Source: an optimization exercise on an open RTL-to-GDS flow (aim: small area). Production flows keep margins and buffers that such runs may drop. The RTL was checked by simulation tests, not by an equivalence proof against the original design. Power figures rest on the tool's default switching activity, not on a simulated workload.

## speech_synth
module speech_synth (
   input  logic               clk,
   input  logic               reset,
   input  logic               ws,
   input  logic               rs,
   input  speech_pkg::addr_t  addr,
   input  speech_pkg::data_t  dd,
   output speech_pkg::data_t  dq,
   output logic               rdy,
   output speech_pkg::out_t   dac_out,
   output logic               sample_valid
);
Size: ~1200 cells after synthesis, roughly 220 flip-flops.
export LEC_CHECK = 0
export ABC_AREA = 1
export CAP_MARGIN = 20
export CORE_MARGIN = 2
export CORE_UTILIZATION = 40
export CTS_BUF_LIST = sky130_fd_sc_hd__clkbuf_16
export CTS_CLUSTER_DIAMETER = 80
export CTS_CLUSTER_SIZE = 30
export GPL_TIMING_DRIVEN = 0
export SLEW_MARGIN = 20
create_clock -name core_clock -period 32.0 [get_ports {clk}]
standard.sh (not shown) runs the stock make flow with config.mk's settings and CLKGATE_MAP_FILE= SYNTH_SCRIPT=/design/flow/synth_recipe.tcl, a recipe that flattens the netlist after the stock synthesis.
==> flow/flow/run.sh <==
#!/bin/bash
# Own layout flow: the standard ORFS flow (standard.sh) with these changes:
#  - the port buffers are sky130_fd_sc_hd__buf_1;
#  - clock tree synthesis inserts no dummy loads, and uses clkbuf_8 for the root and
#    inner tree buffers and clkbuf_16 at the leaves.
# Every other script, setting and step is the standard one. Each step's output goes to
# its own log in this folder; ORFS's own per-stage logs are under orfs/logs/.
set -euo pipefail
W=$PWD
rm -rf "$W/scripts_area"
cp -r "$FLOW_HOME/scripts" "$W/scripts_area"
cp "$W/flow/abc_area.script" "$W/scripts_area/abc_area.script"
CTS="-sink_clustering_enable -repair_clock_nets -sink_clustering_size 30 -sink_clustering_max_diameter 150"
CTS="$CTS -buf_list sky130_fd_sc_hd__clkbuf_16 -root_buf sky130_fd_sc_hd__clkbuf_8 -tree_buf sky130_fd_sc_hd__clkbuf_8 -dont_use_dummy_load"
V=("SCRIPTS_DIR=$W/scripts_area" "BUFFER_PORTS_ARGS=-buffer_cell sky130_fd_sc_hd__buf_1" "CTS_ARGS=$CTS")
for step in synth floorplan place cts route finish; do
  bash standard.sh "${V[@]}" "$step" > "$W/flow_$step.log" 2>&1
done
test -f "$W/out/final.def"
==> flow/flow/abc_area.script <==
strash
dch
amap
topo
stime -c
The starting point produced a clean layout.
Rerun with:
--- a/flow/config.mk
+++ b/flow/config.mk
@@ -10,6 +10,3 @@
 export CORE_MARGIN = 2
-export CORE_UTILIZATION = 40
-export CTS_BUF_LIST = sky130_fd_sc_hd__clkbuf_16
-export CTS_CLUSTER_DIAMETER = 80
-export CTS_CLUSTER_SIZE = 30
+export CORE_UTILIZATION = 55
 export GPL_TIMING_DRIVEN = 0
Global-route usage came out higher by 7.5 points.
Wire length came out lower slightly.
Worst setup slack got worse by 0.069 ns.
Final cell count came out lower by a few percent.
Clock-buffer cell count stays the same.
Sequential cell count does not change.
Core utilization came out higher by 16 points.
Register-to-register slack got worse by 0.07 ns.
Non-clock buffer count came out lower by 1.
Sequential power barely changes.
Rerun with:
--- a/flow/config.mk
+++ b/flow/config.mk
@@ -10,3 +10,3 @@
 export CORE_MARGIN = 2
-export CORE_UTILIZATION = 55
+export CORE_UTILIZATION = 70
 export GPL_TIMING_DRIVEN = 0
Result: The changed run went through all stages and came out clean; final cell count went down by 4.9%; power is about the same; global-route usage grows by 6.2 points; setup slack is worse by 0.039 ns; clock-buffer cell count is unchanged; synthesized cell count does not change; sequential power stays flat; sequential cell count does not change; critical path depth fell by 1; cell area goes down by 0.79%; register-to-register slack gets worse by 0.04 ns.
Rerun with:
--- a/flow/flow/run.sh
+++ b/flow/flow/run.sh
@@ -12,3 +12,3 @@
 cp "$W/flow/abc_area.script" "$W/scripts_area/abc_area.script"
-CTS="-sink_clustering_enable -repair_clock_nets -sink_clustering_size 30 -sink_clustering_max_diameter 150"
+CTS="-sink_clustering_enable -repair_clock_nets -sink_clustering_size 30 -sink_clustering_max_diameter 80"
 CTS="$CTS -buf_list sky130_fd_sc_hd__clkbuf_16 -root_buf sky130_fd_sc_hd__clkbuf_8 -tree_buf sky130_fd_sc_hd__clkbuf_8 -dont_use_dummy_load"
--- a/flow/config.mk
+++ b/flow/config.mk
@@ -10,3 +10,6 @@
 export CORE_MARGIN = 2
-export CORE_UTILIZATION = 70
+export CORE_UTILIZATION = 40
+export CTS_BUF_LIST = sky130_fd_sc_hd__clkbuf_16
+export CTS_CLUSTER_DIAMETER = 80
+export CTS_CLUSTER_SIZE = 30
 export GPL_TIMING_DRIVEN = 0
What happened: Die area rises by about 70%. Hold slack got worse by 0.029 ns. Non-clock buffer count is higher by 2. Area after synthesis is unchanged. Worst setup slack gains 0.15 ns. Total power came out higher by 1.2%. Design area goes up by about 2.2%.

re-timing with driven ports:
In the flow no input, the clock included, has a driving cell. The finished layouts below were timed again as built, in two steps. Step 1 sets driving cells, clkbuf_16 on the clock port and buf_2 on the other inputs (assumed; they add their load-dependent delay and slew). Step 2, shift: input delay + t, output delay - t, t = (earliest + latest rising clock arrival at the registers) / 2. This alone moves slack from input paths to output paths. Slacks: no drivers / after step 1 / after step 2; pairs: no drivers / after step 1.
run | shift t [ns] | setup slack, ns | worst slew at a driven data input, ns
the first run | 0.531 | 19.227 / 19.227 / 19.227 | 0.04
the second run | 0.546 | 19.158 / 19.158 / 19.158 | 0.04
the third run | 0.527 | 19.119 / 19.119 / 19.119 | 0.04
the fourth run | 0.556 | 19.269 / 19.269 / 19.269 | 0.04
After both steps setup and hold are still met in every run listed.
